Context: an optimization exercise on an open-source flow, tuned for small area, a short achievable clock period and few clock cycles per item. The choices shown serve that exercise and are no tape-out recipe. Where RTL was checked, it was by simulation tests only, not by an equivalence proof against the original. For run 1, only the layout was checked, not whether the RTL still works.

==> flow/design.v <==
package rau_pkg;
    localparam int NUM_W       = 34;
    localparam int DEN_W       = 33;
    localparam int OUT_TDATA_W = ((NUM_W + DEN_W + 7) / 8) * 8;
    localparam int CMD_W       = 2;
    localparam int STATUS_W    = 2;
    localparam logic [CMD_W-1:0] CMD_ADD = 2'd0;
    localparam logic [CMD_W-1:0] CMD_SUB = 2'd1;
    localparam logic [CMD_W-1:0] CMD_MUL = 2'd2;
    localparam logic [CMD_W-1:0] CMD_DIV = 2'd3;
    localparam logic [STATUS_W-1:0] ST_OK       = 2'd0;
    localparam logic [STATUS_W-1:0] ST_BAD_DEN  = 2'd1;
    localparam logic [STATUS_W-1:0] ST_DIV_ZERO = 2'd2;
endpackage
module rau_seq (
    input  logic        clk,
    input  logic        rst_n,
    input  logic        s_tvalid,
    output logic        s_tready,
    input  logic [63:0] s_tdata,
    input  logic [1:0]  s_tuser,
    output logic        done,       
    input  logic        take,       
    output logic [32:0] n_out,      
    output logic [30:0] d_out,      
    output logic [1:0]  st_out
);
    logic        busy;
    logic        done_reg;
    logic [3:0]  cnt;
    logic [15:0] x1, x3;            
    logic [15:0] r1, r3;            
    logic        neg1, neg3;        
    logic        seen1, seen3;
    logic        sg1, sg2;          
    logic        addsub;            
    logic [16:0] acc_n;             
    logic [14:0] acc_d;             
    logic [1:0]  st;
    logic [15:0] an, ad, bn, bd;
    logic [1:0]  cmd;
    logic        y1, y3, yt1, yt2;
    logic [17:0] t1, t2, sum_n;
    logic [15:0] t3, sum_d;
    assign an  = s_tdata[15:0];
    assign ad  = s_tdata[31:16];
    assign bn  = s_tdata[47:32];
    assign bd  = s_tdata[63:48];
    assign cmd = s_tuser;
    assign s_tready = !busy;
    assign done     = done_reg;
    always_comb
    begin
        y1    = r1[0] ^ (neg1 & seen1);
        y3    = r3[0] ^ (neg3 & seen3);
        yt1   = addsub ? y3 : y1;                   
        yt2   = addsub & y1;                        
        t1    = yt1 ? ({{2{x1[15]}}, x1} ^ {18{sg1}}) : 18'd0;
        t2    = yt2 ? ({{2{x3[15]}}, x3} ^ {18{sg2}}) : 18'd0;
        sum_n = {acc_n[16], acc_n} + t1 + t2 + 18'(yt1 & sg1) + 18'(yt2 & sg2);
        t3    = y3 ? (x3 ^ {16{x3[15]}}) : 16'd0;   
        sum_d = {1'b0, acc_d} + t3 + 16'(y3 & x3[15]);
    end
    always_ff @(posedge clk or negedge rst_n)
    begin
        if (!rst_n)
        begin
            busy     <= 1'b0;
            done_reg <= 1'b0;
        end
        else if (!busy)
        begin
            busy     <= s_tvalid;
            done_reg <= 1'b0;
        end
        else if (done_reg)
        begin
            busy     <= !take;
            done_reg <= !take;
        end
        else if (cnt == 4'd15)
        begin
            done_reg <= 1'b1;
        end
    end
    always_ff @(posedge clk)
    begin
        if (!busy)
        begin
            x1     <= an;
            x3     <= ad;
            r1     <= (cmd == rau_pkg::CMD_DIV) ? bd : bn;
            r3     <= (cmd == rau_pkg::CMD_DIV) ? bn : bd;
            neg1   <= (cmd == rau_pkg::CMD_DIV) ? bd[15] : bn[15];
            neg3   <= (cmd == rau_pkg::CMD_DIV) ? bn[15] : bd[15];
            sg1    <= cmd[1] ? (ad[15] ^ bn[15] ^ bd[15]) : ad[15];
            sg2    <= ad[15] ^ bn[15] ^ bd[15] ^ (cmd == rau_pkg::CMD_SUB);
            addsub <= !cmd[1];
            seen1  <= 1'b0;
            seen3  <= 1'b0;
            cnt    <= 4'd0;
            acc_n  <= '0;
            acc_d  <= '0;
            if (ad == '0 || bd == '0)
                st <= rau_pkg::ST_BAD_DEN;
            else if (cmd == rau_pkg::CMD_DIV && bn == '0)
                st <= rau_pkg::ST_DIV_ZERO;
            else
                st <= rau_pkg::ST_OK;
        end
        else if (!done_reg)
        begin
            seen1 <= seen1 | r1[0];
            seen3 <= seen3 | r3[0];
            acc_n <= sum_n[17:1];
            acc_d <= sum_d[15:1];
            r1    <= {sum_n[0], r1[15:1]};
            r3    <= {sum_d[0], r3[15:1]};
            cnt   <= cnt + 4'd1;
        end
    end
    assign n_out  = {acc_n, r1};
    assign d_out  = {acc_d, r3};
    assign st_out = st;
endmodule
module rau_datapath (
    input  logic        clk,
    input  logic        rst_n,
    input  logic        in_done,    
    output logic        take,
    input  logic [32:0] n_in,
    input  logic [30:0] d_in,
    input  logic [1:0]  st_in,
    output logic        m_tvalid,
    input  logic        m_tready,
    output logic [71:0] m_tdata,
    output logic [1:0]  m_tuser
);
    logic        run;
    logic        vld;
    logic [31:0] u, v;
    logic signed [32:0] p, q;
    logic [30:0] r, s;
    logic [1:0]  st;
    logic        ue, ve, eq, ge, trivial, n_neg;
    logic [32:0] d1, d2;
    logic [31:0] pre_u, n_mag;
    logic [2:0]  lowz;
    logic [1:0]  j;                  
    logic [1:0]  jc;                 
    logic [32:0] pre_p;
    logic [30:0] pre_r;
    logic [32:0] sum_pq;
    logic [30:0] sum_rs;
    logic [31:0] u_step, v_step;
    logic [32:0] p_step, q_step;
    logic [30:0] r_step, s_step;
    assign take = in_done && ((!run && !vld) || (vld && m_tready));
    always_comb
    begin
        ue     = !u[0];
        ve     = !v[0];
        eq     = (u == v);
        d1     = {1'b0, u} - {1'b0, v};
        d2     = {1'b0, v} - {1'b0, u};
        ge     = !d1[32];
        sum_pq = p + q;
        sum_rs = r + s;
        if (ue)
        begin
            pre_u = u;
            pre_p = p;
            pre_r = r;
        end
        else if (ve)
        begin
            pre_u = v;
            pre_p = q;
            pre_r = s;
        end
        else
        begin
            pre_u = ge ? d1[31:0] : d2[31:0];
            pre_p = ge ? p : q;
            pre_r = ge ? r : s;
        end
        lowz = ue ? u[3:1] : (ve ? v[3:1] : d1[3:1]);
        if (ue && ve)
            j = 2'd0;
        else if (lowz[0])
            j = 2'd0;
        else if (lowz[1])
            j = 2'd1;
        else
            j = 2'd2;
        jc = (ue && ve) ? 2'd0 : (j + 2'd1);
        u_step = pre_u >> (j + 2'd1);
        p_step = pre_p << jc;
        r_step = pre_r << jc;
        if (ue && ve)
            v_step = v >> 1;
        else if (ue || (!ve && ge))
            v_step = v;
        else
            v_step = u;
        if (eq || (!ue && !ve))
        begin
            q_step = sum_pq;
            s_step = sum_rs;
        end
        else if (ue)
        begin
            q_step = q;
            s_step = s;
        end
        else
        begin
            q_step = p;
            s_step = r;
        end
    end
    always_comb
    begin
        n_neg   = n_in[32];
        n_mag   = n_neg ? 32'(-n_in) : n_in[31:0];
        trivial = (n_in == '0) || (st_in != rau_pkg::ST_OK);
    end
    always_ff @(posedge clk or negedge rst_n)
    begin
        if (!rst_n)
        begin
            run <= 1'b0;
            vld <= 1'b0;
        end
        else if (take)
        begin
            run <= 1'b1;
            vld <= 1'b0;
        end
        else if (vld)
        begin
            vld <= !m_tready;
        end
        else if (run && eq)
        begin
            run <= 1'b0;
            vld <= 1'b1;
        end
    end
    always_ff @(posedge clk)
    begin
        if (take)
        begin
            u  <= trivial ? {1'b0, d_in} : n_mag;
            v  <= {1'b0, d_in};
            p  <= trivial ? 33'sd0 : (n_neg ? -33'sd1 : 33'sd1);
            q  <= 33'sd0;
            r  <= '0;
            s  <= 31'd1;
            st <= st_in;
        end
        else
        begin
            u <= u_step;
            v <= v_step;
            p <= p_step;
            r <= r_step;
            if (run)
            begin
                q <= q_step;
                s <= s_step;
            end
        end
    end
    assign m_tvalid = vld;
    assign m_tdata  = {5'd0, 2'd0, s, q[32], q};
    assign m_tuser  = st;
endmodule
module rational_arith_unit #(
    parameter  int OPERAND_WIDTH = 16,
    localparam int IN_TDATA_W    = ((4 * OPERAND_WIDTH + 7) / 8) * 8
) (
    input  logic                               clk,
    input  logic                               rst_n,
    input  logic                               s_tvalid,
    output logic                               s_tready,
    input  logic [IN_TDATA_W-1:0]              s_tdata,    
    input  logic [rau_pkg::CMD_W-1:0]          s_tuser,    
    output logic                               m_tvalid,
    input  logic                               m_tready,
    output logic [rau_pkg::OUT_TDATA_W-1:0]    m_tdata,    
    output logic [rau_pkg::STATUS_W-1:0]       m_tuser     
);
    logic        mul_done;
    logic        take;
    logic [32:0] n;
    logic [30:0] d;
    logic [1:0]  st;
    rau_seq u_mul (
        .clk      (clk),
        .rst_n    (rst_n),
        .s_tvalid (s_tvalid),
        .s_tready (s_tready),
        .s_tdata  (s_tdata),
        .s_tuser  (s_tuser),
        .done     (mul_done),
        .take     (take),
        .n_out    (n),
        .d_out    (d),
        .st_out   (st)
    );
    rau_datapath u_gcd (
        .clk      (clk),
        .rst_n    (rst_n),
        .in_done  (mul_done),
        .take     (take),
        .n_in     (n),
        .d_in     (d),
        .st_in    (st),
        .m_tvalid (m_tvalid),
        .m_tready (m_tready),
        .m_tdata  (m_tdata),
        .m_tuser  (m_tuser)
    );
endmodule
==> flow/run.sh <==
#!/bin/bash
# synth_recipe.tcl (not shown) runs the flow's synth.tcl, then flattens the netlist and writes it again
# the make line also repeats each setting of config.mk as NAME=value (left out here)
make -C /OpenROAD-flow-scripts/flow DESIGN_CONFIG=/design/flow/config.mk WORK_HOME=/design/flow/orfs CLKGATE_MAP_FILE= SYNTH_SCRIPT=/design/flow/synth_recipe.tcl finish
==> flow/config.mk <==
export PLATFORM = sky130hd
export DESIGN_NAME = rational_arith_unit
export DESIGN_NICKNAME = rational_arith_unit
export VERILOG_FILES = /design/flow/design.v
export SDC_FILE = /design/flow/constraint.sdc
export NUM_CORES = 4
export LEC_CHECK = 0
export CAP_MARGIN = 20
export CORE_MARGIN = 2
export CORE_UTILIZATION = 40
export SETUP_SLACK_MARGIN = 5
export SLEW_MARGIN = 20
==> flow/constraint.sdc <==
create_clock -name core_clock -period 10.0 [get_ports {clk}]
set_input_delay 2.0000 -clock core_clock [delete_from_list [all_inputs] [get_ports {clk}]]
set_output_delay 2.0000 -clock core_clock [all_outputs]
set_load 0.01 [all_outputs]
==> results by group, run 1 <==
Placed design
  • Post-DP HPWL: around 55000 µm
  • Port Buf Inserts: 138
  • Final Wtd Congestion: 0.927

Timing
  • Unrepaired setup endpoints after global routing: yes
  • Max transition margin: 32.5%
  • Setup violators final: 0
  • Skew final: 0.0141 ns
  • Hold Vio Cnt, Final: 0
  • Slew Limit Fails: 0
  • Worst slew pin tran: 1.01 ns
  • Final worst-path cycle share: 47.7%
  • Final min period: 4.77 ns
  • Setup TNS: 0 ns
  • Fmax: 210 MHz

Synthesis
  • Async set-reset flop share out of synthesis: ~1.3%
  • Cell Area, Synth: 0.0248 mm²
  • Most frequent cell after synthesis: nand2_1
  • Syn_area_per_cell: 8.20 µm²
  • Seq cells post-synth: 307
  • Number of synthesized flops with an enable pin: 105
  • Share of the synthesized area in the top cell type: 16.0%
  • Cells after Synth: 3028
  • Area contributors post-synth: dfxtp_1 16%, edfxtp_1 13%, ha_1 8.2%, mux2i_1 6.4%, nand2_1 5.1%
  • Post-synthesis sequential area ratio: 29.1%
  • Synth unique cells: 82
  • Main synth FF type: dfxtp_1
  • Synth top cells by count: 335 x nand2_1, 272 x nor2_1, 249 x a21oi_1
  • YS warnings: 2
  • Cell taking the most area after synthesis: dfxtp_1

Floorplan
  • Die height: 253 µm
  • Site row count: 91
  • Total core area: 0.0615 mm²
  • Initial core utilization: between 40% and 50%
  • IO Pins: 146
  • DIE WIDTH: roughly 250 µm
  • Die ar.: 0.0641 mm²

Routing
  • DRC violations left: 0
  • WL final: 74900 µm
  • Routed vias: 22.5k
  • Via density: between 5 and 6
  • DRT Pass-1 Iters: 6
  • Antenna-violating nets left: 0
  • Iteration-0 DRC Markers: approximately 1.8k
  • WL per Instance: 19.3 µm

Critical path
  • Critical path class: register to register
  • CP max-delay cell: nor3_1
  • CP Max Fanout: 14
  • CP startpoint: u_gcd.v[9]
  • Worst-path cell chain: inv_1 > ha_1 > nand4_1 > nor3_1 > inv_1 > o21ai_1 > buf_4 > o21a_1 > buf_4 > mux2i_1 > xor2_1 > a221oi_1 > a2bb2oi_1 > o211ai_1
  • FF-to-FF Start: u_gcd.v[9]
  • Worst path max stage delay: between 0.7 and 0.8 ns
  • CP required: about 10 ns
  • Setup crit end kind: register
  • Startpoint Class: register
  • Worst Path Arrival: 5.21 ns

CTS
  • Root Driver: clkbuf_16
  • Clk slew on worst S/H paths: 0.06 ns
  • CTS buffer count: 39
  • Clk latency of the worst-skew pair: a little under 0.6 ns
  • # clock sinks: 307
  • Hold buffers post-CTS: 0
  • H-Tree Depth: 2
  • CTS tree: done
  • Bufs on Longest Clock Path: 3

GRT
  • Pin count of the biggest net entering global routing: 93
  • First-pass GRT wire length: 119000 µm
  • Vias in the first global route: 21.6k
  • Total congestion overflow: 0
  • Initial antenna violation count: 0
  • Total GRT Usage: 23.0%

Worst hold path
  • Hold Startpoint: u_mul.seen3
  • Min-delay worst type: register to register

Cells and area
  • N_diodes: 0
  • Nets@finish: roughly 3.3k
  • Largest regs: u_gcd.p: 33 flops, u_gcd.q: 33 flops
  • Fillers: 6015
  • Area growth from synthesis to layout: 13.4%
  • Share of cells above drive strength 1: 7.88%

Outcome
  • Status: no timing/DRC/antenna violations

Job
  • Max Cap Viol: 0
-- final cells by class --
class | instances | area [µm²] | share of cell area, %
tap | 790 | 988 | 3.51
clock inverter | 22 | 173 | 0.613
multi-input combinational | 2383 | 16400 | 58.3
sequential | 307 | 7220 | 25.6
timing repair buffer | 178 | 1700 | 6.03
inverter | 160 | 603 | 2.14
clock buffer | 47 | 1070 | 3.79
-- metrics by stage --
step / util [%] / hold slack, ns / cells / instance area (µm²) / setup slack, ns
final: 45.8 / 0.471 / 3887 / 28200 / 5.23
after floorplan: - / 0.427 / 3034 / 24900 / 5.25
after global placement: 43.6 / 0.450 / 3813 / 26800 / 4.31
after global routing: 45.8 / 0.488 / 3887 / 28200 / 4.99
after CTS: 45.7 / 0.472 / 3882 / 28100 / 5.01
after detailed placement: 43.6 / 0.459 / 3813 / 26800 / 4.26
-- final timing paths --
kind	to	slack (ns)	depth (start not counted)
min in group asynchronous	u_mul.busy	1.67	1
max reg2reg	u_gcd.u[24]	5.23	14
max	u_gcd.u[24]	5.23	14
min reg2reg	u_mul.seen3	0.47	2
min	u_mul.seen3	0.47	2
max in group asynchronous	u_mul.done_reg	8.09	1
-- layer usage --
metal / track usage [%] / part of all wire [%]
met5: 0 / 0
met4: 6.83 / 2.5
met3: 2.63 / 5.5
met1: 32.5 / 47
met2: 36.7 / 45
-- worst max-delay path: cells and delay by family, from the launching register on --
kind | cells | cell delay (ns)
buf+inv | 4 | 0.72
simple gates | 2 | 1.02
mux | 1 | 0.36
fa+ha+maj | 1 | 0.47
xor+xnor | 1 | 0.12
compound gates | 5 | 1.51
flops | 1 | 0.42
-- kinds of logic (layout without fill, tap and decap cells) --
family | count (synthesis) | after routing | share of synthesized area (%)
simple gates | 888 | 888 | 16.2
compound gates | 883 | 883 | 22.6
buf+inv | 344 | 407 | 5.48
flops | 307 | 307 | 29.1
mux | 248 | 248 | 10.5
fa+ha+maj | 187 | 187 | 10.2
xor+xnor | 170 | 170 | 6.00
other cells | 1 | 7 | 0.0151
-- repair_timing --
action,in CTS,in global routing
pin swaps,0,2
setup endpoints to repair,58,91
setup buffers,0,5
hold endpoints to repair,0,0
resized for setup,10,7
-- layout by cell type (no fill, tap or decap), drive strengths merged, types with 30 or more instances in the layout --
| cell type | instances |
|---|---|
| a211oi | 50 |
| a21o | 56 |
| a21oi | 250 |
| buf | 40 |
| clkbuf | 47 |
| clkdlybuf4s50 | 138 |
| dfxtp | 198 |
| edfxtp | 105 |
| ha | 162 |
| inv | 163 |
| mux2 | 90 |
| mux2i | 158 |
| nand2 | 335 |
| nand3 | 39 |
| nor2 | 272 |
| nor3 | 45 |
| o211ai | 34 |
| o21ai | 231 |
| o31ai | 30 |
| xnor2 | 87 |
| xor2 | 83 |
==> run 2, diff against run 1 <==
--- a/flow/design.v
+++ b/flow/design.v
@@ -28,18 +28,18 @@
     logic        busy;
     logic        done_reg;
     logic [3:0]  cnt;
-    logic [15:0] x1, x3;            
-    logic [15:0] r1, r3;            
+    logic [15:0] x1, x2, x3;        
+    logic [15:0] s1, s3;            
     logic        neg1, neg3;        
-    logic        seen1, seen3;
+    logic        seen1, seen2, seen3;
     logic        sg1, sg2;          
-    logic        addsub;            
+    logic        en2;               
     logic [16:0] acc_n;             
     logic [14:0] acc_d;             
     logic [1:0]  st;
     logic [15:0] an, ad, bn, bd;
     logic [1:0]  cmd;
-    logic        y1, y3, yt1, yt2;
+    logic        y1, y2, y3, b2;
     logic [17:0] t1, t2, sum_n;
     logic [15:0] t3, sum_d;
     assign an  = s_tdata[15:0];
@@ -51,14 +51,14 @@
     assign done     = done_reg;
     always_comb
     begin
-        y1    = r1[0] ^ (neg1 & seen1);
-        y3    = r3[0] ^ (neg3 & seen3);
-        yt1   = addsub ? y3 : y1;                   
-        yt2   = addsub & y1;                        
-        t1    = yt1 ? ({{2{x1[15]}}, x1} ^ {18{sg1}}) : 18'd0;
-        t2    = yt2 ? ({{2{x3[15]}}, x3} ^ {18{sg2}}) : 18'd0;
-        sum_n = {acc_n[16], acc_n} + t1 + t2 + 18'(yt1 & sg1) + 18'(yt2 & sg2);
-        t3    = y3 ? (x3 ^ {16{x3[15]}}) : 16'd0;   
+        b2    = x3[cnt];
+        y1    = s1[0] ^ (neg1 & seen1);
+        y2    = (b2 ^ (x3[15] & seen2)) & en2;
+        y3    = s3[0] ^ (neg3 & seen3);
+        t1    = y1 ? ({{2{x1[15]}}, x1} ^ {18{sg1}}) : 18'd0;
+        t2    = y2 ? ({{2{x2[15]}}, x2} ^ {18{sg2}}) : 18'd0;
+        sum_n = {acc_n[16], acc_n} + t1 + t2 + 18'(y1 & sg1) + 18'(y2 & sg2);
+        t3    = y3 ? (x3 ^ {16{x3[15]}}) : 16'd0;
         sum_d = {1'b0, acc_d} + t3 + 16'(y3 & x3[15]);
     end
     always_ff @(posedge clk or negedge rst_n)
@@ -87,20 +87,22 @@
     begin
         if (!busy)
         begin
-            x1     <= an;
-            x3     <= ad;
-            r1     <= (cmd == rau_pkg::CMD_DIV) ? bd : bn;
-            r3     <= (cmd == rau_pkg::CMD_DIV) ? bn : bd;
-            neg1   <= (cmd == rau_pkg::CMD_DIV) ? bd[15] : bn[15];
-            neg3   <= (cmd == rau_pkg::CMD_DIV) ? bn[15] : bd[15];
-            sg1    <= cmd[1] ? (ad[15] ^ bn[15] ^ bd[15]) : ad[15];
-            sg2    <= ad[15] ^ bn[15] ^ bd[15] ^ (cmd == rau_pkg::CMD_SUB);
-            addsub <= !cmd[1];
-            seen1  <= 1'b0;
-            seen3  <= 1'b0;
-            cnt    <= 4'd0;
-            acc_n  <= '0;
-            acc_d  <= '0;
+            x1    <= an;
+            x2    <= bn;
+            x3    <= ad;
+            s1    <= (cmd == rau_pkg::CMD_MUL) ? bn : bd;
+            s3    <= (cmd == rau_pkg::CMD_DIV) ? bn : bd;
+            neg1  <= (cmd == rau_pkg::CMD_MUL) ? bn[15] : bd[15];
+            neg3  <= (cmd == rau_pkg::CMD_DIV) ? bn[15] : bd[15];
+            sg1   <= cmd[1] ? (ad[15] ^ bn[15] ^ bd[15]) : ad[15];
+            sg2   <= bd[15] ^ (cmd == rau_pkg::CMD_SUB);
+            en2   <= !cmd[1];
+            seen1 <= 1'b0;
+            seen2 <= 1'b0;
+            seen3 <= 1'b0;
+            cnt   <= 4'd0;
+            acc_n <= '0;
+            acc_d <= '0;
             if (ad == '0 || bd == '0)
                 st <= rau_pkg::ST_BAD_DEN;
             else if (cmd == rau_pkg::CMD_DIV && bn == '0)
@@ -110,17 +112,18 @@
         end
         else if (!done_reg)
         begin
-            seen1 <= seen1 | r1[0];
-            seen3 <= seen3 | r3[0];
+            seen1 <= seen1 | s1[0];
+            seen2 <= seen2 | b2;
+            seen3 <= seen3 | s3[0];
             acc_n <= sum_n[17:1];
+            s1    <= {sum_n[0], s1[15:1]};
             acc_d <= sum_d[15:1];
-            r1    <= {sum_n[0], r1[15:1]};
-            r3    <= {sum_d[0], r3[15:1]};
+            s3    <= {sum_d[0], s3[15:1]};
             cnt   <= cnt + 4'd1;
         end
     end
-    assign n_out  = {acc_n, r1};
-    assign d_out  = {acc_d, r3};
+    assign n_out  = {acc_n, s1};
+    assign d_out  = {acc_d, s3};
     assign st_out = st;
 endmodule
 module rau_datapath (
--- a/flow/config.mk
+++ b/flow/config.mk
@@ -8,5 +8,4 @@
 export CAP_MARGIN = 20
 export CORE_MARGIN = 2
 export CORE_UTILIZATION = 40
-export SETUP_SLACK_MARGIN = 5
 export SLEW_MARGIN = 20
==> run 2 against run 1 <==
Net effect: still clean; core utilization about the same; cell count increased by 0.87%; final area increased by 2.1%; flip-flop and latch count increased by 17; non-clock buffer count decreased by 7; count of clock-buffer cells in the layout increased by 9; critical path depth increased by 8; critical path type unchanged; largest cell class unchanged.
==> results by group, run 2 <==
Outcome
  • Status: no timing/DRC/antenna violations

CTS
  • # clock sinks: around 320
  • Cts repair resizes: 0
  • H-Tree Depth: 2
  • CTS buffer count: 41
  • Bufs on Longest Clock Path: 3
  • Post CTS Setup Buffer Count: 0
  • CTS tree: done
  • Clk slew on worst S/H paths: 0.05 ns
  • Hold buffers post-CTS: 0
  • Root Driver: clkbuf_16
  • Clk latency of the worst-skew pair: roughly 0.61 ns

Critical path
  • Setup crit end kind: register
  • CP Max Fanout: 18
  • Critical path class: register to register
  • Startpoint Class: register
  • Worst Path Arrival: 6.99 ns
  • R2R cell count: 22
  • CP required: between 10 and 15 ns

Synthesis
  • Syn_area_per_cell: 8.44 µm²
  • Area contributors post-synth: dfxtp_1 16%, edfxtp_1 14%, ha_1 7.9%, mux2i_1 6.1%, nand2_1 5.1%
  • Cells after Synth: 3007
  • Most frequent cell after synthesis: nand2_1
  • Seq cells post-synth: 324
  • Number of synthesized flops with an enable pin: about 120
  • Synth unique cells: 96
  • YS warnings: 2
  • Main synth FF type: dfxtp_1
  • Share of the synthesized area in the top cell type: 15.7%
  • Cell Area, Synth: 0.0254 mm²
  • Synth top cells by count: 345 x nand2_1, 266 x nor2_1, 199 x dfxtp_1
  • Post-synthesis sequential area ratio: 30.4%
  • Async set-reset flop share out of synthesis: 1.23%
  • Cell taking the most area after synthesis: dfxtp_1

GRT
  • Vias in the first global route: about 22k
  • Total GRT Usage: 22.4%
  • Pin count of the biggest net entering global routing: 82
  • Total congestion overflow: 0
  • First-pass GRT wire length: 120000 µm
  • Initial antenna violation count: 0

Timing
  • Worst slew pin tran: 1.05 ns
  • Fmax: 154 MHz
  • Skew final: 0.0443 ns
  • Final min period: 6.50 ns
  • Setup TNS: 0 ns
  • Hold Vio Cnt, Final: 0
  • Final worst-path cycle share: 65.0%
  • Slew Limit Fails: 0
  • Setup violators final: 0
  • Unrepaired setup endpoints after global routing: no
  • Max transition margin: 29.8%
  • Final setup margin: 3.50 ns

Job
  • Max Cap Viol: 0

Placed design
  • Post-DP HPWL: 55200 µm
  • Final Wtd Congestion: 0.964
  • Port Buf Inserts: roughly 140
  • Placed Instances: roughly 3.8k
  • Place WS: 3.51 ns

Floorplan
  • Site row count: slightly above 90
  • Die ar.: 0.0654 mm²
  • Initial core utilization: 40.4%
  • IO Pins: 146
  • Die height: 256 µm
  • Total core area: 0.0629 mm²
  • DIE WIDTH: 256 µm

Cells and area
  • Area growth from synthesis to layout: 13.4%
  • Fillers: 6164
  • N_diodes: 0
  • FF/Latch Area: 0.00772 mm²
  • Non-filler cells, final: between 3k and 4k
  • Share of cells above drive strength 1: around 8.4%
  • Largest regs: u_gcd.p: 33 flops, u_gcd.q: 33 flops
  • Multi-input gate area: 0.0163 mm²
  • Commonest non-fill, non-tap cell in the layout: nand2_1
  • Nets@finish: 3297
  • Most frequent cells in the layout: 345 x nand2_1, 262 x nor2_1, 199 x dfxtp_1

Worst hold path
  • Min-delay worst type: register to register
  • Hold Path Stages: 2

Routing
  • Antenna-violating nets left: 0
  • WL per Instance: 19.3 µm
  • Routed vias: 22.3k
  • DRT Pass-1 Iters: 7
  • WL final: 75500 µm
  • DRC violations left: 0
  • Via density: 5.68
  • Iteration-0 DRC Markers: 1654
[run 2: cell count changes after synthesis, sizes merged, moves of 9 or more]
cell    before  now
a221oi      14   25
mux2        90  111
o22a        27    1
edfxtp     105  121
o31ai       30   19
nand2      335  347
nand3       39   54
o21ai      231  241
or3         22   34
nor3        45   54
xor2        83   70
a21oi      250  183
or4         17    1
[run 2: area by class of cell]
class,count,share of cell area (%)
timing repair buffer,171,5.67
clock buffer,56,3.87
clock inverter,20,1.02
inverter,158,2.08
tap,846,3.68
sequential,324,26.8
multi-input combinational,2346,56.8
[run 2: metal layers]
layer  up-vias  wire length [µm]  GRT usage (%)
met5         -                 0              0
met4         0              1370           5.39
met3        99              3590           2.62
met2       628             35900           38.3
met1     10700             34700           30.0
li1      10900                 -              -
[run 2: worst paths after layout]
path                            slack [ns]         endpoint            from
worst min register to register        0.47   u_mul.acc_n[9]  u_mul.acc_n[9]
min in group asynchronous             1.66       u_mul.busy           rst_n
worst min-delay path                  0.47   u_mul.acc_n[9]  u_mul.acc_n[9]
worst max register to register        3.50  u_mul.acc_n[15]    u_mul.x3[15]
max in group asynchronous             8.11       u_mul.busy           rst_n
worst max-delay path                  3.50  u_mul.acc_n[15]    u_mul.x3[15]
[run 2: critical path, stage by stage (launching register included)]
cell,delay [ns]
edfxtp_1,0.74
mux4_2,0.60
mux4_2,0.51
xnor2_1,0.38
and2_1,0.49
nand2_1,0.15
fa_1,0.57
inv_1,0.05
fa_1,0.41
inv_1,0.08
fa_1,0.20
nor2b_1,0.06
o21ai_0,0.21
a21oi_1,0.13
o21ai_0,0.24
a21oi_1,0.13
o21a_1,0.22
o31a_1,0.28
o41a_1,0.34
a211o_1,0.28
xor2_1,0.13
nand2_1,0.07
a21oi_1,0.15
[run 2: per-stage QoR]
step	hold slack [ns]	util (%)	instance area [µm²]
2_1_floorplan	0.427	-	25400
4_1_cts	0.469	45.7	28700
3_5_place_dp	0.461	43.5	27300
6_report	0.471	45.7	28800
3_3_place_gp	0.449	43.5	27300
5_1_grt	0.485	45.7	28800
[run 2: cell families after synthesis]
| family | count (synthesis) | share of synthesized area [%] |
|---|---|---|
| AOI/OAI and AO/OA | 816 | 20.9 |
| xor gates and xnor gates | 163 | 5.63 |
| adders and majority gates | 185 | 9.87 |
| buffers and inverters | 343 | 5.56 |
| DFF | 324 | 30.4 |
| muxes | 272 | 11.6 |
| other | 1 | 0.0148 |
| and+or+nand+nor | 903 | 16.0 |
Testbench counts of run 2, summed over its fixed seeds: cycles 49,220, items 2,400.

==> separate check: timing with driven ports <==
The results above use ideal ports. As a check the final layouts listed here were re-extracted and re-timed, cells and wires unchanged. Step 1 (the two cells are an assumption about what drives the block):
set clk [get_ports {clk}]
set_driving_cell -lib_cell sky130_fd_sc_hd__clkbuf_16 $clk
set_driving_cell -lib_cell sky130_fd_sc_hd__buf_2 [delete_from_list [all_inputs] $clk]
Step 2 also shifts input and output timing later by t, the mid clock arrival at the registers, as if the neighbouring blocks saw the same clock. a / b / c = ideal ports / drivers / drivers and shift; a / b = the first two.
run	shift t [ns]	setup slack, ns	hold WS [ns]	worst register clock-pin slew, ns	pins driven straight from the clock port
run 1	0.637	5.229 / 5.229 / 4.738	0.471 / 0.471 / 0.471	0.06 / 0.06	1
run 2	0.649	3.502 / 3.502 / 3.502	0.471 / 0.471 / 0.471	0.07 / 0.07	1
After both steps setup and hold are still met in every run listed. The setup slack of run 1, which loses most, moves by 0.000 ns with the drivers and by -0.491 ns with both steps.
